Background: an optimization exercise with open tools, aiming at small area, a short achievable clock period and few clock cycles. Do not read the settings as production practice.
Only simulation tests tie the RTL to the original design; equivalence was not proved.

==> flow/design.v, too long to show whole: its modules and the start of the top module <==
// module ntt_pe_core: 261 lines
// module ntt_mul13x13: 440 lines
// module ntt_mul14x14: 378 lines
// module ntt_mul14x13l: 299 lines
module ntt_pe_core #(
  parameter int DATA_SIZE_ARB = 13,
  parameter int RING_SIZE     = 16
) (
  input  logic                         clk,
  input  logic                         reset,
  input  logic                         valid,
  input  logic [DATA_SIZE_ARB-1:0]     din,
  input  logic [DATA_SIZE_ARB-1:0]     q,
  input  logic [DATA_SIZE_ARB-1:0]     twiddle_i,
  output logic [$clog2(RING_SIZE)-1:0] tw_addr,
  output logic                         busy,
  output logic [DATA_SIZE_ARB-1:0]     dout,
  output logic                         dout_valid,
  output logic                         done
);
  // ...
==> flow/run.sh <==
#!/bin/bash
# synth_recipe.tcl (not shown) runs the flow's synth.tcl, then flattens the netlist and writes it again
# the make line also repeats each setting of config.mk as NAME=value (left out here)
make -C /OpenROAD-flow-scripts/flow DESIGN_CONFIG=/design/flow/config.mk WORK_HOME=/design/flow/orfs CLKGATE_MAP_FILE= SYNTH_SCRIPT=/design/flow/synth_recipe.tcl finish
==> flow/config.mk <==
export PLATFORM = sky130hd
export DESIGN_NAME = ntt_pe_core
export DESIGN_NICKNAME = ntt_pe_core
export VERILOG_FILES = /design/flow/design.v
export SDC_FILE = /design/flow/constraint.sdc
export NUM_CORES = 4
export LEC_CHECK = 0
export CAP_MARGIN = 20
export CORE_MARGIN = 2
export CORE_UTILIZATION = 60
export CTS_BUF_LIST = sky130_fd_sc_hd__clkbuf_8
export CTS_CLUSTER_SIZE = 30
export SLEW_MARGIN = 20
==> flow/constraint.sdc <==
create_clock -name core_clock -period 100.0 [get_ports {clk}]
set_input_delay 20.0000 -clock core_clock [delete_from_list [all_inputs] [get_ports {clk}]]
set_output_delay 20.0000 -clock core_clock [all_outputs]
set_load 0.01 [all_outputs]
==> results.tsv, run 1 <==
metric	value	unit
#FFs+latches synth	579	
Post-Syn Nets	4749	
cell family with most CP delay	buffers and inverters	
met1 Use GR	40.8	%
met2 WL post-DR	56600	um
M1 WL	44100	um
share of cell area taken by multi-input logic gates	53.9	%
Syn Area/Cell	10.5	sq um
# DRC	0	
Worst-path clk slew	70	ps
post-DR wirelength/cell	22.8	um
I/O pin cnt	62	
Finished Cell Area	45800	sq um
status	complete, no violations	
Max-slew headroom	23.3	%
CTS tree	done	
Resized Gates After CTS	0	
Critical Path Sink	tw_addr[3]	
Final period util	21.6	%
total CTS buffers	95	
vias in the first global route	31700	
Reg2Reg Depth	69	
mapped cell area	42300	sq um
Hold EP	dl8[2][4]$_DFF_P_	
Initial Utilization	60.6	%
Hold Vio Cnt, Final	0	
Area contributors post-synth	fa_1 (25%), edfxtp_1 (23%), dfxtp_1 (12%), inv_1 (5.1%), ha_1 (4.3%)	
Multi-In Gates	2695	
initial antenna violation count	6	
largest net degree at the start of global routing	80	
actual slew at the worst max-slew pin	1140	ps
Async SR Flop Fraction	0	%
final setup fails	0	
most frequent cells in the layout	inv_1 (609), fa_1 (519), nand2_1 (442), edfxtp_1 (325), and2_1 (256)	
Synth Area in Adders	28.9	%
worst-case clock skew	43.2	ps
Buf+Inv Stages, Crit Path	1	
met2 Usage GRT	54.7	%
DR iter-0 viols	3107	
die height	270	um
Final Worst Setup Slack	78400	ps
GP Congestion	0.953	
Slowest cell on crit path	clkdlybuf4s50_1	
Testbench counts, summed over its fixed seeds: cycles 3,424.
==> inputs of run 2 (changes only) <==
==> flow/flow/run.sh (new file) <==
#!/bin/bash
# The standard layout, with a plain buffer (buf_2) on every port instead of the
# delay-cell buffer that buffer_ports picks by itself.
set -euo pipefail
export BUFFER_PORTS_ARGS="-buffer_cell sky130_fd_sc_hd__buf_2"
bash standard.sh > standard_flow.log 2>&1
==> flow/standard.sh (new file) <==
#!/bin/bash
# synth_recipe.tcl (not shown) runs the flow's synth.tcl, then flattens the netlist and writes it again
# the make line also repeats each setting of config.mk as NAME=value (left out here)
make -C /OpenROAD-flow-scripts/flow DESIGN_CONFIG=/design/flow/config.mk WORK_HOME=/design/flow/orfs CLKGATE_MAP_FILE= SYNTH_SCRIPT=/design/flow/synth_recipe.tcl "${@:-finish}"
--- a/flow/config.mk
+++ b/flow/config.mk
@@ -9,3 +9,3 @@
 export CORE_MARGIN = 2
-export CORE_UTILIZATION = 60
+export CORE_UTILIZATION = 65
 export CTS_BUF_LIST = sky130_fd_sc_hd__clkbuf_8
removed: flow/run.sh
==> results.tsv, run 2 <==
metric	value	unit	change
compound-gate portion of the synthesized area	9.80	%	unchanged
Buf+Inv Stages, Crit Path	1		unchanged
post-synthesis mux area share	4.85	%	unchanged
post-DR wirelength/cell	22.9	um	was 22.8 um
Final period util	21.2	%	was 21.6%
most frequent cells after synthesis	inv_1 (570), fa_1 (520), nand2_1 (444)		unchanged
die height	259	um	was 270 um
Reg2Reg Depth	70		was 69
Detailed Route WL	115000	um	was 116000 um
Syn Area/Cell	10.5	sq um	unchanged
HPWL Detailed	83200	um	was 84400 um
simple-gate share of the synthesized area	12.2	%	unchanged
Hold WS	309	ps	was 313 ps
Achievable Freq	47.2	MHz	was 46.3 MHz
Max-slew headroom	21.4	%	was 23.3%
Top FF cell, synth	edfxtp_1		unchanged
register-to-register setup slack	78870	ps	was 78970 ps
critical path type	reg -> out		unchanged
Seq/Total Area, Yosys	35.1	%	unchanged
DIE WIDTH	259	um	was 270 um
Hold EP	dl8[6][5]$_DFF_P_		was dl8[2][4]$_DFF_P_
CTS Hold Bufs	0		unchanged
commonest non-fill, non-tap cell in the layout	inv_1		unchanged
critical hold path startpoint	dl8[5][5]$_DFF_P_		was dl8[1][4]$_DFF_P_
Area contributors post-synth	fa_1 (25%), edfxtp_1 (23%), dfxtp_1 (12%), inv_1 (5.1%), ha_1 (4.3%)		unchanged
Largest regs	d1: 104 flops, dl8: 104 flops		unchanged
actual slew at the worst max-slew pin	1180	ps	was 1140 ps
mapped cell area	42300	sq um	unchanged
Final Max Slew Viols	0		unchanged
# DRC	0		unchanged
Resized Gates After CTS	0		unchanged
max_cap viols	0		unchanged
final setup fails	0		unchanged
layout cells sized above 1	9.39	%	was 7.44%
Global Route Usage Sum	35.0	%	was 32.7%
GP Congestion	0.955		was 0.953
vias in the first global route	31900		was 31700
crit end category	output port		unchanged
worst-case clock skew	53.6	ps	was 43.2 ps
Final Worst Setup Slack	78820	ps	was 78400 ps
CTS tree	done		unchanged
FF-to-FF Start	ma[2]$_DFF_P_		was ma[8]$_DFF_P_
unrepaired setup endpoints after global routing	no		unchanged
cell family with most CP delay	flip-flops		was buffers and inverters
first-pass GRT wire length	178000	um	was 182000 um
Slowest cell on crit path	dfxtp_1		was clkdlybuf4s50_1
row cnt	93		was 97
CP Max Fanout	2		unchanged
Ys Warns	7		unchanged
dpl ws	78980	ps	was 78530 ps
fillers	4786		was 5683
Synth Area in Adders	28.9	%	unchanged
cell taking the most area after synthesis	fa_1		unchanged
Hold Crit Depth	0		unchanged
DR vias/cell	6.08		was 5.92
count leader, synth	inv_1		unchanged
Worst-path clk slew	60	ps	was 70 ps
Post-Route Setup TNS	0	ps	unchanged
Reg2Reg Capture Point	mr[2]$_DFF_P_		was mr[12]$_DFF_P_
Tmin final	21180	ps	was 21600 ps
fin nets	4770		was 4774
register area	14800	sq um	about the same
Port Buffer Count	61		unchanged
CORE AREA	64500	sq um	was 69900 sq um
placed cell count	4820		was 4907
#FFs+latches synth	579		unchanged
largest net degree at the start of global routing	74		was 80
DIE AREA	67200	sq um	was 72700 sq um
Antenna Nets Post-Route	0		unchanged
total CTS buffers	95		unchanged
Mapped Cells	4041		unchanged
cell chain of the critical path	buf_2		was clkdlybuf4s50_1
Synth-to-Final Area Change	7.63	%	was 8.19%
worst path required time	80000	ps	about the same
Post-Syn Nets	4749		unchanged
H-tree depth	3		unchanged
# Post-CTS Setup Buffers	0		unchanged
DR iter-0 viols	3088		was 3107
area of the multi-input gates	24700	sq um	about the same
DP Area	43500	sq um	was 43900 sq um
Worst Path Arrival	1180	ps	was 1600 ps
Root Buffer	clkbuf_8		unchanged
Skew-Pair Late Insertion Delay	710	ps	was 720 ps
number of flops mapped to enable cells by yosys	325		unchanged
most frequent cells in the layout	inv_1 (594), fa_1 (519), nand2_1 (442), edfxtp_1 (325), and2_1 (256)		was inv_1 (609), fa_1 (519), nand2_1 (442), edfxtp_1 (325), and2_1 (256)
largest family of logic cells by synthesized area	adder cells		unchanged
Hold Vio Cnt, Final	0		unchanged
Finished Layout Cells	5000		was 5083
# clock sinks	579		unchanged
post-synth top area share	24.6	%	unchanged
Synth Area in XOR/XNOR	2.31	%	unchanged
Synth cell types	79		unchanged
Max Root-Sink Buffers	3		unchanged
Finished Cell Area	45600	sq um	was 45800 sq um
crit start category	flop		unchanged
Async SR Flop Fraction	0	%	unchanged
initial antenna violation count	4		was 6
status	complete, no violations		unchanged
Worst Hold Class	reg -> reg		unchanged
vias	30400		was 30100
I/O pin cnt	62		unchanged
GRT overflow	0		unchanged
Initial Utilization	65.7	%	was 60.6%
CP max stage delay	340	ps	was 550 ps
Detailed Routing Iterations Pass 1	9		was 10
run 2: cell count changes in the layout (fill, tap and decap cells not counted), moves of 2 or more:
cell,change
inv_1,-15
clkbuf_8,+13
buf_4,-2
inv_8,+2
clkinvlp_4,+3
inv_6,-2
buf_2,+61
inv_4,+4
clkbuf_4,-2
clkdlybuf4s50_1,-61
clkinv_2,+2
clkinv_1,-2
run 2: layer usage:
metal  track usage (%)  vias to the layer above  share of wire [%]
met5                 0                        -                  0
met4              22.1                        0                7.1
met3              6.53                      417                8.5
met2              57.5                     1545                 48
met1              42.9                    15000                 37
li1                  -                    13400                  -
run 2: cell families after synthesis:
kind of cell	count (synthesis)
adder cells (fa/ha/maj)	667
AND/OR/NAND/NOR	1093
flip-flops	579
AO/OA/AOI/OAI	646
buffers and inverters	767
multiplexers	187
XOR/XNOR	102
run 2: through the flow:
stage	utilization (%)
2_1_floorplan	-
4_1_cts	70.6
3_3_place_gp	67.4
5_1_grt	70.7
3_5_place_dp	67.4
6_report	70.7
run 2: worst max path at each step:
stage | from | to | cells past startpoint
4_1_cts | tw_addr[3]$_SDFFE_PN0P_ | tw_addr[3] | 1
3_5_place_dp | ma[8]$_DFF_P_ | mr[2]$_DFF_P_ | 69
3_3_place_gp | valid | cnt_in[3]$_SDFFE_PN0P_ | 5
5_1_grt | ma[7]$_DFF_P_ | mr[2]$_DFF_P_ | 70
6_report | tw_addr[2]$_SDFFE_PN0P_ | tw_addr[2] | 1
2_1_floorplan | valid | cnt_in[3]$_SDFFE_PN0P_ | 4
run 2: layout make-up:
class	count	share of cell area [%]
Multi-Input combinational cell	2695	54.2
Sequential cell	579	32.6
Inverter	572	4.71
Clock buffer	118	3.56
Tap cell	855	2.35
Timing Repair Buffer	119	1.63
Clock inverter	60	0.945
Antenna cell	2	0.0110
==> module ntt_pe_core, before the edit <==
module ntt_pe_core #(
  parameter int DATA_SIZE_ARB = 13,
  parameter int RING_SIZE     = 16
) (
  input  logic                         clk,
  input  logic                         reset,
  input  logic                         valid,
  input  logic [DATA_SIZE_ARB-1:0]     din,
  input  logic [DATA_SIZE_ARB-1:0]     q,
  input  logic [DATA_SIZE_ARB-1:0]     twiddle_i,
  output logic [$clog2(RING_SIZE)-1:0] tw_addr,
  output logic                         busy,
  output logic [DATA_SIZE_ARB-1:0]     dout,
  output logic                         dout_valid,
  output logic                         done
);
  localparam int W = 13;
  logic [W-1:0] q_in;
  logic [W-1:0] qr;
  assign qr = q_in;
  logic [W-1:0] qm;
  function automatic logic [W+1:0] rca(input logic [W:0] x, input logic [W:0] y, input logic cin);
    logic c;
    c = cin;
    for (int i = 0; i <= W; i++) begin
      rca[i] = x[i] ^ y[i] ^ c;
      c      = (x[i] & y[i]) | (c & (x[i] ^ y[i]));
    end
    rca[W+1] = c;
  endfunction
  function automatic logic [W-1:0] madd(input logic [W-1:0] a, input logic [W-1:0] b,
                                        input logic [W-1:0] m);
    logic [W+1:0] s, t;
    s = rca({1'b0, a}, {1'b0, b}, 1'b0);
    t = rca(s[W:0], ~{1'b0, m}, 1'b1);
    madd = t[W+1] ? t[W-1:0] : s[W-1:0];
  endfunction
  function automatic logic [W-1:0] msub(input logic [W-1:0] a, input logic [W-1:0] b,
                                        input logic [W-1:0] m);
    logic [W+1:0] d, e;
    d = rca({1'b0, a}, ~{1'b0, b}, 1'b1);
    e = rca(d[W:0], {1'b0, m}, 1'b0);
    msub = d[W+1] ? d[W-1:0] : e[W-1:0];
  endfunction
  logic [W-1:0] ma, mr, tw_r;
  logic [12:0]  mu;      
  logic [25:0]  bp;
  logic [14:0]  bt;
  logic [27:0]  bq2;
  ntt_mul13x13  u_m1 (.a(ma), .b(tw_r), .p(bp));
  ntt_mul14x14  u_m2 (.a(bp[25:12]), .b({1'b1, mu}), .p(bq2));
  ntt_mul14x13l u_m3 (.a(bq2[27:14]), .b(qm), .p(bt));
  logic [14:0]  br0, br1;
  logic [15:0]  bs1, bs2;
  logic [W-1:0] bres;
  always_comb begin
    br0  = bp[14:0] - bt;
    bs1  = {1'b0, br0} - {2'b0, qm, 1'b0};
    br1  = bs1[15] ? br0 : bs1[14:0];
    bs2  = {1'b0, br1} - {3'b0, qm};
    bres = bs2[15] ? br1[W-1:0] : bs2[W-1:0];
  end
  logic [3:0]   cnt_in;    
  logic         acc;
  assign acc = valid && !busy;
  logic [W-1:0] xr;        
  logic [W-1:0] xs;        
  logic [W-1:0] d1 [8];    
  logic         ev;        
  logic [3:0]   xi;        
  logic [2:0]   dv_cnt;
  logic         dv_run;
  logic [13:0]  dv_r;
  logic [14:0]  dv_q;
  logic [W-1:0] dv_qn;
  assign qm = dv_qn;
  logic [3:0]   zq;
  logic [14:0]  dv_t1, dv_t2;
  logic [13:0]  dv_r1;
  always_comb begin
    zq = 4'd0;
    for (int i = 0; i < W; i++) if (qr[i]) zq = 4'(12 - i);
    dv_t1 = rca({dv_r, 1'b0}, ~{1'b0, dv_qn}, 1'b1) ^ 15'h4000;   
    dv_r1 = dv_t1[14] ? {dv_r[12:0], 1'b0} : dv_t1[13:0];
    dv_t2 = rca({dv_r1, 1'b0}, ~{1'b0, dv_qn}, 1'b1) ^ 15'h4000;
  end
  always_ff @(posedge clk) begin
    xr   <= din;
    q_in <= q;
    if (ev) begin
      d1[0] <= xs;
      for (int i = 1; i < 8; i++) d1[i] <= d1[i-1];
    end
  end
  always_ff @(posedge clk) begin
    if (!reset) begin
      dv_run <= 1'b0;
      dv_cnt <= 3'd0;
    end else if (ev && xi == 4'd0) begin
      dv_run <= 1'b1;
      dv_cnt <= 3'd0;
    end else if (dv_run) begin
      dv_cnt <= dv_cnt + 3'd1;
      if (dv_cnt == 3'd7) dv_run <= 1'b0;
    end
  end
  always_ff @(posedge clk) begin
    dv_qn <= qr << zq;
    if (dv_run && dv_cnt == 3'd0) begin
      dv_r  <= 14'd8192 - {1'b0, dv_qn};
      dv_q  <= 15'd1;
    end else begin
      dv_r <= dv_t2[14] ? {dv_r1[12:0], 1'b0} : dv_t2[13:0];
      dv_q <= {dv_q[12:0], !dv_t1[14], !dv_t2[14]};
    end
    if (dv_run && dv_cnt == 3'd7) begin
      mu <= {dv_q[11:0], !dv_t1[14]};
    end
  end
  logic         e1;        
  logic [2:0]   n1;
  logic [W-1:0] s1, dd1;   
  logic [W-1:0] p2, q2;    
  logic         mv1, mv2;  
  logic [2:0]   nm1, nm2;
  logic [W-1:0] p2d, q2d;  
  assign e1  = ev && xi[3];
  assign n1  = xi[2:0];
  logic [W-1:0] rp [4], rq [4], rpd [4], rqd [4];
  logic [4:0]   tau;       
  logic [4:0]   oc;        
  logic [1:0]   gsel;      
  logic [W-1:0] e0, e1v, e2v, e3v, f0, f1, ua, ub, ox, ox8, f2;
  logic [W-1:0] g1, g3, dq;
  logic [W-1:0] dl8 [8];
  logic         e2s, e2d;  
  logic [W-1:0] xa, xb;
  assign e2s = e1 && n1[2];
  assign e2d = mv2 && nm2[2];
  always_comb begin
    xs  = xr << zq;
    s1  = madd(d1[7], xs, qm);
    dd1 = msub(d1[7], xs, qm);
    gsel = 2'(tau - 5'd6);
    case (gsel)
      2'd0: begin e0 = rp[3];  e1v = rp[2];  e2v = rp[1];  e3v = rp[0];  end
      2'd1: begin e0 = rpd[3]; e1v = rpd[2]; e2v = rpd[1]; e3v = rpd[0]; end
      2'd2: begin e0 = rq[3];  e1v = rq[2];  e2v = rq[1];  e3v = rq[0];  end
      default: begin e0 = rqd[3]; e1v = rqd[1]; e2v = rqd[0]; e3v = mr; end
    endcase
    xa = e2d ? rpd[3] : e0;
    xb = e2d ? mr : e2v;
    f0 = madd(xa, xb, qm);
    f2 = msub(xa, xb, qm);
    f1 = madd(e1v, e3v, qm);
    ua = e2s ? rp[3] : (tau >= 5'd10) ? e0 : f0;
    ub = e2s ? s1 : (tau >= 5'd10) ? mr : f1;
    ox  = madd(ua, ub, qm);
    ox8 = msub(ua, ub, qm);
    p2  = ox;
    q2  = ox8;
    p2d = f0;
    q2d = f2;
    case (2'(tau - 5'd8))
      2'd0: begin g1 = rp[2];  g3 = rp[0];  end
      2'd1: begin g1 = rpd[2]; g3 = rpd[0]; end
      2'd2: begin g1 = rq[2];  g3 = rq[0];  end
      default: begin g1 = rqd[2]; g3 = rqd[0]; end
    endcase
    dq = msub(g1, g3, qm);
  end
  function automatic logic [3:0] tw_of(input logic [4:0] t);
    case (t)
      5'd1, 5'd4: tw_of = 4'd2;
      5'd2, 5'd5: tw_of = 4'd4;
      5'd3, 5'd6: tw_of = 4'd6;
      default:    tw_of = 4'd4;
    endcase
  endfunction
  always_ff @(posedge clk) begin
    tw_r <= twiddle_i;
    mr   <= bres;
    if (e1) begin
      for (int i = 1; i < 4; i++) rp[i] <= rp[i-1];
      rp[0] <= e2s ? p2 : s1;
    end
    if (e2s) begin
      for (int i = 1; i < 4; i++) rq[i] <= rq[i-1];
      rq[0] <= q2;
    end else if (tau >= 5'd2 && tau <= 5'd6) begin
      for (int i = 1; i < 3; i++) rq[i] <= rq[i-1];
      rq[0] <= mr;
    end
    if ((e1 && n1 == 3'd0) || mv2) begin
      for (int i = 1; i < 4; i++) rpd[i] <= rpd[i-1];
      rpd[0] <= e2d ? p2d : mv2 ? mr : dd1;
    end
    if (e2d) begin
      for (int i = 1; i < 4; i++) rqd[i] <= rqd[i-1];
      rqd[0] <= q2d;
    end else if (tau >= 5'd5 && tau <= 5'd9) begin
      for (int i = 1; i < 3; i++) rqd[i] <= rqd[i-1];
      rqd[0] <= mr;
    end
    if (e1 && n1 != 3'd0) ma <= dd1;
    else begin
      case (tau)
        5'd2, 5'd3, 5'd4: ma <= rq[2];
        5'd5, 5'd6, 5'd7: ma <= rqd[2];
        default: ma <= dq;
      endcase
    end
    case (tau)
      5'd6: rp[3]  <= f2;
      5'd7: rpd[3] <= f2;
      5'd8: rq[3]  <= f2;
      5'd9: rqd[3] <= f2;
      default: ;
    endcase
    dl8[0] <= ox8;
    for (int i = 1; i < 8; i++) dl8[i] <= dl8[i-1];
    dout <= ((oc != 5'd0) ? dl8[7] : ox) >> zq;
  end
  always_ff @(posedge clk) begin
    if (!reset) begin
      cnt_in     <= 4'd0;
      busy       <= 1'b0;
      ev         <= 1'b0;
      xi         <= 4'd0;
      mv1        <= 1'b0;
      mv2        <= 1'b0;
      nm1        <= 3'd0;
      nm2        <= 3'd0;
      tau        <= 5'd0;
      oc         <= 5'd0;
      dout_valid <= 1'b0;
      done       <= 1'b0;
      tw_addr    <= 4'd0;
    end else begin
      ev   <= acc;
      xi   <= cnt_in;
      busy <= acc && cnt_in == 4'd15;
      if (acc) cnt_in <= cnt_in + 4'd1;
      mv1  <= e1 && n1 != 3'd0;
      nm1  <= n1;
      mv2  <= mv1;
      nm2  <= nm1;
      if (ev && xi == 4'd15) tau <= 5'd2;
      else if (tau == 5'd13) tau <= 5'd0;
      else if (tau != 5'd0) tau <= tau + 5'd1;
      if (tau == 5'd13) oc <= 5'd14;
      else if (oc == 5'd21) oc <= 5'd0;
      else if (oc != 5'd0) oc <= oc + 5'd1;
      dout_valid <= (tau >= 5'd6) || (oc != 5'd0);
      done       <= (oc == 5'd21);
      if (ev && xi[3] && xi[2:0] != 3'd7) tw_addr <= 4'(xi[2:0] + 3'd1);
      else if (ev && xi == 4'd15) tw_addr <= tw_of(5'd1);
      else if (tau >= 5'd2 && tau <= 5'd10) tw_addr <= tw_of(tau);
    end
  end
endmodule
==> inputs of run 3 (changes only) <==
--- a/flow/design.v
+++ b/flow/design.v
@@ -141,4 +141,2 @@
     xs  = xr << zq;
-    s1  = madd(d1[7], xs, qm);
-    dd1 = msub(d1[7], xs, qm);
     gsel = 2'(tau - 5'd6);
@@ -150,7 +148,8 @@
     endcase
-    xa = e2d ? rpd[3] : e0;
-    xb = e2d ? mr : e2v;
+    xa = e2d ? rpd[3] : (tau == 5'd11) ? rqd[2] : e0;
+    xb = e2d ? mr : (tau == 5'd11) ? rqd[0] : e2v;
     f0 = madd(xa, xb, qm);
     f2 = msub(xa, xb, qm);
-    f1 = madd(e1v, e3v, qm);
+    f1 = madd(e1 ? d1[7] : e1v, e1 ? xs : e3v, qm);
+    s1 = f1;
     ua = e2s ? rp[3] : (tau >= 5'd10) ? e0 : f0;
@@ -166,6 +165,6 @@
       2'd1: begin g1 = rpd[2]; g3 = rpd[0]; end
-      2'd2: begin g1 = rq[2];  g3 = rq[0];  end
-      default: begin g1 = rqd[2]; g3 = rqd[0]; end
+      default: begin g1 = rq[2];  g3 = rq[0];  end
     endcase
-    dq = msub(g1, g3, qm);
+    dq  = msub(e1 ? d1[7] : g1, e1 ? xs : g3, qm);
+    dd1 = dq;
   end
@@ -209,2 +208,3 @@
         5'd5, 5'd6, 5'd7: ma <= rqd[2];
+        5'd11: ma <= f2;
         default: ma <= dq;
==> results.tsv, run 3 <==
metric	value	unit	change
status	complete, no violations		unchanged
Reg2Reg Capture Point	mr[5]$_DFF_P_		was mr[2]$_DFF_P_
CORE AREA	62700	sq um	was 64500 sq um
area of the multi-input gates	23500	sq um	was 24700 sq um
critical hold path startpoint	dl8[6][4]$_DFF_P_		was dl8[5][5]$_DFF_P_
Buf+Inv Stages, Crit Path	1		unchanged
Synth-to-Final Area Change	7.87	%	was 7.63%
Ys Warns	7		unchanged
placed cell count	4701		was 4820
Antenna Nets Post-Route	0		unchanged
Synth Area in Adders	27.4	%	was 28.9%
DR vias/cell	6.11		was 6.08
Hold Crit Depth	0		unchanged
Final period util	21.2	%	about the same
row cnt	92		was 93
crit end category	output port		unchanged
Syn Area/Cell	10.5	sq um	about the same
Post-Route Setup TNS	0	ps	unchanged
vias	29800		was 30400
Detailed Route WL	116000	um	was 115000 um
I/O pin cnt	62		unchanged
final setup fails	0		unchanged
Max Root-Sink Buffers	3		unchanged
post-DR wirelength/cell	23.8	um	was 22.9 um
initial antenna violation count	1		was 4
Mapped Cells	3913		was 4041
Initial Utilization	65.3	%	was 65.7%
Hold Vio Cnt, Final	0		unchanged
Slowest cell on crit path	dfxtp_1		unchanged
fillers	4679		was 4786
commonest non-fill, non-tap cell in the layout	inv_1		unchanged
CP max stage delay	330	ps	was 340 ps
CTS tree	done		unchanged
CP Max Fanout	2		unchanged
most frequent cells after synthesis	inv_1 (522), fa_1 (473), nand2_1 (434)		was inv_1 (570), fa_1 (520), nand2_1 (444)
first-pass GRT wire length	177000	um	was 178000 um
Reg2Reg Depth	74		was 70
Seq/Total Area, Yosys	36.2	%	was 35.1%
DR iter-0 viols	3700		was 3088
# clock sinks	579		unchanged
actual slew at the worst max-slew pin	1170	ps	was 1180 ps
largest family of logic cells by synthesized area	adder cells		unchanged
Area contributors post-synth	edfxtp_1 (24%), fa_1 (23%), dfxtp_1 (12%), inv_1 (4.8%), ha_1 (4.3%)		was fa_1 (25%), edfxtp_1 (23%), dfxtp_1 (12%), inv_1 (5.1%), ha_1 (4.3%)
worst-case clock skew	39.1	ps	was 53.6 ps
number of flops mapped to enable cells by yosys	325		unchanged
compound-gate portion of the synthesized area	9.99	%	was 9.80%
DIE AREA	65000	sq um	was 67200 sq um
simple-gate share of the synthesized area	12.3	%	was 12.2%
vias in the first global route	30300		was 31900
#FFs+latches synth	579		unchanged
CTS Hold Bufs	0		unchanged
Post-Syn Nets	4569		was 4749
Resized Gates After CTS	0		unchanged
H-tree depth	3		unchanged
critical path type	reg -> out		unchanged
layout cells sized above 1	9.36	%	was 9.39%
# Post-CTS Setup Buffers	0		unchanged
largest net degree at the start of global routing	76		was 74
FF-to-FF Start	tw_r[4]$_DFF_P_		was ma[2]$_DFF_P_
Detailed Routing Iterations Pass 1	10		was 9
die height	255	um	was 259 um
Skew-Pair Late Insertion Delay	710	ps	about the same
Worst Path Arrival	1160	ps	was 1180 ps
Final Worst Setup Slack	78840	ps	was 78820 ps
max_cap viols	0		unchanged
crit start category	flop		unchanged
Finished Layout Cells	4877		was 5000
mapped cell area	41000	sq um	was 42300 sq um
dpl ws	78900	ps	was 78980 ps
Final Util	70.4	%	was 70.7%
GP Congestion	0.975		was 0.955
Synth cell types	79		unchanged
Largest regs	d1: 104 flops, dl8: 104 flops		unchanged
cell chain of the critical path	buf_2		unchanged
Worst Hold Class	reg -> reg		unchanged
Final Max Slew Viols	0		unchanged
post-synthesis mux area share	4.98	%	was 4.85%
register area	14800	sq um	about the same
Hold EP	dl8[7][4]$_DFF_P_		was dl8[6][5]$_DFF_P_
most frequent cells in the layout	inv_1 (547), fa_1 (473), nand2_1 (431), edfxtp_1 (325), and2_1 (273)		was inv_1 (594), fa_1 (519), nand2_1 (442), edfxtp_1 (325), and2_1 (256)
HPWL Detailed	85000	um	was 83200 um
fin nets	4607		was 4770
# DRC	0		unchanged
Top FF cell, synth	edfxtp_1		unchanged
Worst-path clk slew	70	ps	was 60 ps
DIE WIDTH	255	um	was 259 um
Global Route Usage Sum	36.7	%	was 35.0%
Synth Area in XOR/XNOR	2.47	%	was 2.31%
total CTS buffers	93		was 95
Port Buffer Count	61		unchanged
post-synth top area share	23.8	%	was 24.6%
cell taking the most area after synthesis	edfxtp_1		was fa_1
GRT overflow	0		unchanged
Tmin final	21160	ps	was 21180 ps
Root Buffer	clkbuf_8		unchanged
Achievable Freq	47.3	MHz	was 47.2 MHz
cell family with most CP delay	flip-flops		unchanged
Async SR Flop Fraction	0	%	unchanged
count leader, synth	inv_1		unchanged
worst path required time	80000	ps	about the same
unrepaired setup endpoints after global routing	no		unchanged
register-to-register setup slack	79660	ps	was 78870 ps
Max-slew headroom	21.9	%	was 21.4%
-- run 3: cell types whose count changed in the layout (fill, tap and decap cells not counted), sizes merged, moves of 11 or more --
| cell | delta |
|---|---|
| a222oi | -26 |
| a221oi | +11 |
| and2 | +16 |
| a31oi | +11 |
| a211oi | -13 |
| inv | -51 |
| o21ai | +11 |
| buf | +16 |
| nor3 | -20 |
| a22oi | +13 |
| xnor2 | +14 |
| nand2b | +14 |
| a21oi | -16 |
| fa | -47 |
-- run 3: how the worst max path moves through the flow --
stage / start / to / slack (ps) / cells past startpoint
floorplan: valid / cnt_in[3]$_SDFFE_PN0P_ / 79270 / 4
global placement: reset / tau[3]$_SDFFE_PP0P_ / 78940 / 4
detailed placement: reset / tau[3]$_SDFFE_PP0P_ / 78900 / 4
CTS: dout[2]$_DFF_P_ / dout[2] / 78810 / 1
global route: tw_r[4]$_DFF_P_ / mr[4]$_DFF_P_ / 78480 / 74
finish: tw_addr[3]$_SDFFE_PN0P_ / tw_addr[3] / 78840 / 1
-- run 3: through the flow --
stage	instance area, sq um	hold slack (ps)
floorplan	41000	310
global placement	42200	310
detailed placement	42200	312
CTS	44200	319
global route	44200	327
finish	44200	321
-- run 3: cell families after synthesis --
| logic type | Yosys count |
|---|---|
| AOI/OAI and AO/OA | 643 |
| xor gates and xnor gates | 112 |
| adders and majority gates | 614 |
| buffers and inverters | 715 |
| DFF | 579 |
| muxes | 189 |
| and+or+nand+nor | 1061 |
-- run 3: cell type report --
cell class	count	share of cell area, %
diodes	2	0.0113
clock buffers	113	3.52
clock inverters	60	0.855
inverters	522	4.44
multi-input cells	2619	53.2
flip-flops and latches	579	33.6
well taps	846	2.40
repair buffers	136	1.97
-- run 3: metal layers --
layer | vias to the layer above | GRT usage, % | routed length [um]
li1 | 13000 | - | -
met1 | 14600 | 49.1 | 44600
met2 | 1808 | 56.6 | 52400
met3 | 350 | 9.91 | 13600
met4 | 0 | 16.0 | 5610
met5 | - | 0 | 0
Testbench counts of run 3, summed over its fixed seeds: cycles 3,424.
==> inputs of run 4 (changes only) <==
--- a/flow/design.v
+++ b/flow/design.v
@@ -64,3 +64,2 @@
   logic         acc;
-  assign acc = valid && !busy;
   logic [W-1:0] xr;        
@@ -70,2 +69,3 @@
   logic [3:0]   xi;        
+  assign acc = valid && !(ev && xi == 4'd15);
   logic [2:0]   dv_cnt;
==> results.tsv, run 4 <==
metric	value	unit	change
H-tree depth	3		unchanged
fin nets	4649		was 4607
status	complete, no violations		unchanged
Worst-path clk slew	70	ps	about the same
FF-to-FF Start	ma[2]$_DFF_P_		was tw_r[4]$_DFF_P_
Synth cell types	80		was 79
DIE WIDTH	255	um	about the same
count leader, synth	inv_1		unchanged
commonest non-fill, non-tap cell in the layout	inv_1		unchanged
Worst Hold Class	reg -> reg		unchanged
total CTS buffers	96		was 93
post-DR wirelength/cell	24.0	um	was 23.8 um
GP Congestion	0.943		was 0.975
Max-slew headroom	24.5	%	was 21.9%
Skew-Pair Late Insertion Delay	760	ps	was 710 ps
Async SR Flop Fraction	0	%	unchanged
Buf+Inv Stages, Crit Path	1		unchanged
number of flops mapped to enable cells by yosys	325		unchanged
DR iter-0 viols	3636		was 3700
Resized Gates After CTS	0		unchanged
post-synth top area share	23.8	%	about the same
row cnt	92		unchanged
Detailed Route WL	118000	um	was 116000 um
Post-Route Setup TNS	0	ps	unchanged
dpl ws	78920	ps	was 78900 ps
DP Area	42400	sq um	was 42200 sq um
Reg2Reg Depth	77		was 74
largest net degree at the start of global routing	80		was 76
Finished Cell Area	44600	sq um	was 44200 sq um
crit end category	output port		unchanged
actual slew at the worst max-slew pin	1130	ps	was 1170 ps
Detailed Routing Iterations Pass 1	20		was 10
Area contributors post-synth	edfxtp_1 (24%), fa_1 (23%), dfxtp_1 (12%), inv_1 (4.8%), ha_1 (4.3%)		unchanged
Root Buffer	clkbuf_8		unchanged
Ys Warns	7		unchanged
layout cells sized above 1	9.98	%	was 9.36%
Final period util	21.2	%	about the same
crit start category	flop		unchanged
worst-case clock skew	51.6	ps	was 39.1 ps
critical path type	reg -> out		unchanged
DIE AREA	65200	sq um	was 65000 sq um
CORE AREA	62700	sq um	unchanged
CTS tree	done		unchanged
Slowest cell on crit path	dfxtp_1		unchanged
HPWL Detailed	85700	um	was 85000 um
Post-Syn Nets	4605		was 4569
Synth-to-Final Area Change	8.53	%	was 7.87%
# clock sinks	579		unchanged
Largest regs	d1: 104 flops, dl8: 104 flops		unchanged
Hold EP	dl8[3][12]$_DFF_P_		was dl8[7][4]$_DFF_P_
Antenna Nets Post-Route	0		unchanged
critical hold path startpoint	dl8[2][12]$_DFF_P_		was dl8[6][4]$_DFF_P_
Hold Vio Cnt, Final	0		unchanged
cell family with most CP delay	flip-flops		unchanged
Hold Crit Depth	0		unchanged
Syn Area/Cell	10.4	sq um	was 10.5 sq um
die height	255	um	about the same
I/O pin cnt	62		unchanged
vias	30100		was 29800
most frequent cells after synthesis	inv_1 (524), fa_1 (473), nand2_1 (449)		was inv_1 (522), fa_1 (473), nand2_1 (434)
register-to-register setup slack	79870	ps	was 79660 ps
vias in the first global route	31200		was 30300
final setup fails	0		unchanged
Top FF cell, synth	edfxtp_1		unchanged
CP Max Fanout	1		was 2
Global Route Usage Sum	36.9	%	was 36.7%
first-pass GRT wire length	182000	um	was 177000 um
CP max stage delay	320	ps	was 330 ps
# Post-CTS Setup Buffers	0		unchanged
CTS Hold Bufs	0		unchanged
initial antenna violation count	2		was 1
Worst Path Arrival	1200	ps	was 1160 ps
Hold WS	300	ps	was 321 ps
Tmin final	21200	ps	was 21160 ps
cell chain of the critical path	buf_2		unchanged
Seq/Total Area, Yosys	36.1	%	was 36.2%
Reg2Reg Capture Point	mr[7]$_DFF_P_		was mr[5]$_DFF_P_
Achievable Freq	47.2	MHz	was 47.3 MHz
DR vias/cell	6.12		was 6.11
Max Root-Sink Buffers	3		unchanged
Port Buffer Count	61		unchanged
cell taking the most area after synthesis	edfxtp_1		unchanged
GRT overflow	0		unchanged
# DRC	0		unchanged
Final Max Slew Viols	0		unchanged
Initial Utilization	65.5	%	was 65.3%
#FFs+latches synth	579		unchanged
worst path required time	80000	ps	about the same
Mapped Cells	3949		was 3913
max_cap viols	0		unchanged
Final Util	71.1	%	was 70.4%
most frequent cells in the layout	inv_1 (542), fa_1 (473), nand2_1 (446), edfxtp_1 (325), and2_1 (275)		was inv_1 (547), fa_1 (473), nand2_1 (431), edfxtp_1 (325), and2_1 (273)
Final Worst Setup Slack	78800	ps	was 78840 ps
unrepaired setup endpoints after global routing	no		unchanged
mapped cell area	41100	sq um	was 41000 sq um
-- run 4: cell families (layout without fill, tap and decap cells) --
group / after synthesis / after routing / share of synthesized area [%]
adders and majority gates: 614 / 614 / 27.3
muxes: 183 / 183 / 4.93
and+or+nand+nor: 1100 / 1100 / 12.6
other: 0 / 4 / 0
DFF: 579 / 579 / 36.1
AOI/OAI and AO/OA: 651 / 651 / 9.97
xor gates and xnor gates: 106 / 106 / 2.47
buffers and inverters: 716 / 844 / 6.59
-- run 4: routing by layer --
| layer | track usage (%) | up-vias | wire (um) |
|---|---|---|---|
| li1 | - | 13100 | - |
| met1 | 50.1 | 14900 | 46300 |
| met2 | 55.4 | 1725 | 51500 |
| met3 | 10.2 | 371 | 14000 |
| met4 | 17.7 | 2 | 6280 |
| met5 | 0 | - | 13 |
-- run 4: worst max path at each step --
stage / slack [ps] / cells after the start / startpoint / to
floorplan: 79280 / 4 / reset / cnt_in[0]$_SDFFE_PN0P_
global placement: 78950 / 4 / reset / tau[3]$_SDFFE_PP0P_
detailed placement: 78920 / 4 / reset / tau[4]$_SDFFE_PP0P_
CTS: 78770 / 1 / dout[4]$_DFF_P_ / dout[4]
global route: 78690 / 77 / ma[2]$_DFF_P_ / mr[9]$_DFF_P_
finish: 78800 / 1 / dout[4]$_DFF_P_ / dout[4]
-- run 4: area by class of cell --
type	count	area, sq um
Antenna cell	4	10.0
Clock inverter	62	546
Timing Repair Buffer	138	896
Clock buffer	120	1650
Sequential cell	579	14800
Tap cell	846	1060
Fill cell	4730	18100
Multi-Input combinational cell	2654	23600
Inverter	524	1970
-- run 4: per-stage QoR --
step	cells
2_1_floorplan	3949
3_3_place_gp	4741
3_5_place_dp	4741
4_1_cts	4923
5_1_grt	4924
6_report	4927
Testbench counts of run 4, summed over its fixed seeds: cycles 3,424.
==> inputs of run 5 (changes only) <==
--- a/flow/design.v
+++ b/flow/design.v
@@ -64,2 +64,3 @@
   logic         acc;
+  assign acc = valid && !busy;
   logic [W-1:0] xr;        
@@ -69,3 +70,2 @@
   logic [3:0]   xi;        
-  assign acc = valid && !(ev && xi == 4'd15);
   logic [2:0]   dv_cnt;
==> flow/run.sh (new file) <==
#!/bin/bash
# synth_recipe.tcl (not shown) runs the flow's synth.tcl, then flattens the netlist and writes it again
# the make line also repeats each setting of config.mk as NAME=value (left out here)
make -C /OpenROAD-flow-scripts/flow DESIGN_CONFIG=/design/flow/config.mk WORK_HOME=/design/flow/orfs CLKGATE_MAP_FILE= SYNTH_SCRIPT=/design/flow/synth_recipe.tcl finish
--- a/flow/config.mk
+++ b/flow/config.mk
@@ -9,3 +9,3 @@
 export CORE_MARGIN = 2
-export CORE_UTILIZATION = 65
+export CORE_UTILIZATION = 60
 export CTS_BUF_LIST = sky130_fd_sc_hd__clkbuf_8
removed: flow/flow/run.sh
removed: flow/standard.sh
==> results.tsv, run 5 <==
metric	value	unit	change
status	complete, no violations		unchanged
DR iter-0 viols	3296		was 3636
Buf+Inv Stages, Crit Path	1		unchanged
DR vias/cell	5.99		was 6.12
Resized Gates After CTS	0		unchanged
Critical Path Stages	1		unchanged
Top FF cell, synth	edfxtp_1		unchanged
# DRC	0		unchanged
Largest regs	d1: 104 flops, dl8: 104 flops		unchanged
Skew-Pair Late Insertion Delay	720	ps	was 760 ps
Detailed Route WL	117000	um	was 118000 um
final setup fails	0		unchanged
placed cell count	4724		was 4741
Hold WS	317	ps	was 300 ps
actual slew at the worst max-slew pin	1180	ps	was 1130 ps
GRT overflow	0		unchanged
Finished Layout Cells	4909		was 4927
FF-to-FF Start	tw_r[4]$_DFF_P_		was ma[2]$_DFF_P_
largest net degree at the start of global routing	57		was 80
post-synth top area share	23.8	%	about the same
critical path type	reg -> out		unchanged
Hold Vio Cnt, Final	0		unchanged
Ys Warns	7		unchanged
die height	265	um	was 255 um
crit end category	output port		unchanged
CP Max Fanout	2		was 1
cell chain of the critical path	clkdlybuf4s50_1		was buf_2
Finished Cell Area	44800	sq um	was 44600 sq um
count leader, synth	inv_1		unchanged
DIE WIDTH	265	um	was 255 um
Detailed Routing Iterations Pass 1	9		was 20
fin nets	4606		was 4649
vias in the first global route	30300		was 31200
max_cap viols	0		unchanged
total CTS buffers	97		was 96
Final Max Slew Viols	0		unchanged
cell family with most CP delay	buffers and inverters		was flip-flops
Worst Hold Class	reg -> reg		unchanged
mapped cell area	41000	sq um	was 41100 sq um
worst path required time	80000	ps	about the same
#FFs+latches synth	579		unchanged
register-to-register setup slack	79450	ps	was 79870 ps
Worst-path clk slew	70	ps	about the same
Root Buffer	clkbuf_8		unchanged
Max-slew headroom	21.3	%	was 24.5%
unrepaired setup endpoints after global routing	no		unchanged
worst-case clock skew	37.5	ps	was 51.6 ps
commonest non-fill, non-tap cell in the layout	inv_1		unchanged
Final period util	21.8	%	was 21.2%
cell taking the most area after synthesis	edfxtp_1		unchanged
I/O pin cnt	62		unchanged
most frequent cells in the layout	inv_1 (540), fa_1 (473), nand2_1 (431), edfxtp_1 (325), and2_1 (273)		was inv_1 (542), fa_1 (473), nand2_1 (446), edfxtp_1 (325), and2_1 (275)
Seq/Total Area, Yosys	36.2	%	was 36.1%
CORE AREA	67400	sq um	was 62700 sq um
Area contributors post-synth	edfxtp_1 (24%), fa_1 (23%), dfxtp_1 (12%), inv_1 (4.8%), ha_1 (4.3%)		unchanged
crit start category	flop		unchanged
Antenna Nets Post-Route	0		unchanged
worst setup path start	busy$_SDFF_PN0_		was dout[4]$_DFF_P_
GP Congestion	0.964		was 0.943
Achievable Freq	45.9	MHz	was 47.2 MHz
Worst Path Arrival	1790	ps	was 1200 ps
Global Route Usage Sum	34.0	%	was 36.9%
# clock sinks	579		unchanged
Syn Area/Cell	10.5	sq um	was 10.4 sq um
Tmin final	21790	ps	was 21200 ps
row cnt	95		was 92
H-tree depth	3		unchanged
DP Area	42500	sq um	was 42400 sq um
first-pass GRT wire length	179000	um	was 182000 um
Slowest cell on crit path	clkdlybuf4s50_1		was dfxtp_1
Async SR Flop Fraction	0	%	unchanged
vias	29400		was 30100
CTS tree	done		unchanged
most frequent cells after synthesis	inv_1 (522), fa_1 (473), nand2_1 (434)		was inv_1 (524), fa_1 (473), nand2_1 (449)
initial antenna violation count	4		was 2
layout cells sized above 1	8.03	%	was 9.98%
Post-Syn Nets	4569		was 4605
Post-Route Setup TNS	0	ps	unchanged
post-DR wirelength/cell	23.8	um	was 24.0 um
Max Root-Sink Buffers	3		unchanged
Port Buffer Count	61		unchanged
HPWL Detailed	84900	um	was 85700 um
Synth cell types	79		was 80
Synth-to-Final Area Change	9.27	%	was 8.53%
DIE AREA	70400	sq um	was 65200 sq um
Mapped Cells	3913		was 3949
CP max stage delay	590	ps	was 320 ps
Reg2Reg Depth	72		was 77
CTS Hold Bufs	0		unchanged
Reg2Reg Capture Point	mr[1]$_DFF_P_		was mr[7]$_DFF_P_
# Post-CTS Setup Buffers	0		unchanged
Critical Path Sink	busy		was dout[4]
Initial Utilization	60.8	%	was 65.5%
number of flops mapped to enable cells by yosys	325		unchanged
## run 5: area by class of cell
| class | count | area [sq um] |
|---|---|---|
| antenna | 3 | 7.51 |
| clock buffer | 111 | 1530 |
| clock inverter | 71 | 701 |
| fill | 5337 | 22600 |
| inverter | 522 | 1960 |
| multi-input combinational | 2619 | 23500 |
| sequential | 579 | 14800 |
| tap | 873 | 1090 |
| timing repair buffer | 131 | 1140 |
## run 5: how the worst min path moves through the flow
stage,start,to,cells past startpoint
3_5_place_dp,dl8[1][10]$_DFF_P_,dl8[2][10]$_DFF_P_,0
6_report,dl8[3][4]$_DFF_P_,dl8[4][4]$_DFF_P_,0
3_3_place_gp,dl8[5][3]$_DFF_P_,dl8[6][3]$_DFF_P_,0
2_1_floorplan,dl8[0][0]$_DFF_P_,dl8[1][0]$_DFF_P_,0
4_1_cts,dl8[3][10]$_DFF_P_,dl8[4][10]$_DFF_P_,0
5_1_grt,dl8[3][10]$_DFF_P_,dl8[4][10]$_DFF_P_,0
## run 5: kinds of logic after synthesis
kind of cell / after synthesis / share of synthesized area [%]
compound gates: 643 / 9.99
xor+xnor: 112 / 2.47
fa+ha+maj: 614 / 27.4
buf+inv: 715 / 6.59
flops: 579 / 36.2
mux: 189 / 4.98
simple gates: 1061 / 12.3
## run 5: through the flow
| stage | setup WS [ps] | utilization [%] |
|---|---|---|
| 6_report | 78210 | 66.4 |
| 2_1_floorplan | 79270 | - |
| 3_5_place_dp | 78350 | 63.1 |
| 4_1_cts | 78160 | 66.4 |
| 3_3_place_gp | 78400 | 63.1 |
| 5_1_grt | 78120 | 66.4 |
## run 5: layer usage
| layer | GRT usage [%] | share of wire (%) |
|---|---|---|
| met2 | 51.1 | 44 |
| met1 | 48.0 | 41 |
| met4 | 12.5 | 3.8 |
| met3 | 8.29 | 10 |
| met5 | 0 | 0 |
## run 5: worst reg2reg max path, delay by kind of cell (launching register included)
kind                     cells  cell delay [ps]
flip-flops                   1              710
AND/OR/NAND/NOR             10             2740
adder cells (fa/ha/maj)     18             8520
AO/OA/AOI/OAI               30             5810
buffers and inverters        9              470
multiplexers                 2              780
XOR/XNOR                     3             1400
Testbench counts of run 5, summed over its fixed seeds: cycles 3,424.

[afterwards: timing with drivers on the ports]
In the flow no input, the clock included, has a driving cell. The finished layouts below were timed again as built, in two steps. Step 1 assumes that a clkbuf_16 drives the clock port and a buf_2 every other input. Step 2 adds t to the input delays and takes it off the output delays; t is the mean of the earliest and latest rising clock arrival at the registers after step 1. Input paths then give back, and output paths get back, about the clock's delay inside the block. Three values: ideal ports, drivers, drivers and shift; two values: the first two.
| run | t, ns | setup slack, ns | worst register clock-pin slew, ns | worst data-port slew with drivers (ns) |
|---|---|---|---|---|
| run 1 | 0.764 | 78.404 / 78.340 / 78.521 | 0.07 / 0.07 | 0.04 |
| run 2 | 0.744 | 78.820 / 78.762 / 78.872 | 0.07 / 0.07 | 0.04 |
| run 3 | 0.754 | 78.841 / 78.776 / 78.893 | 0.07 / 0.07 | 0.03 |
| run 4 | 0.794 | 78.796 / 78.730 / 78.895 | 0.07 / 0.07 | 0.03 |
| run 5 | 0.768 | 78.214 / 78.148 / 78.325 | 0.07 / 0.07 | 0.04 |
After both steps setup and hold are still met in every run listed.
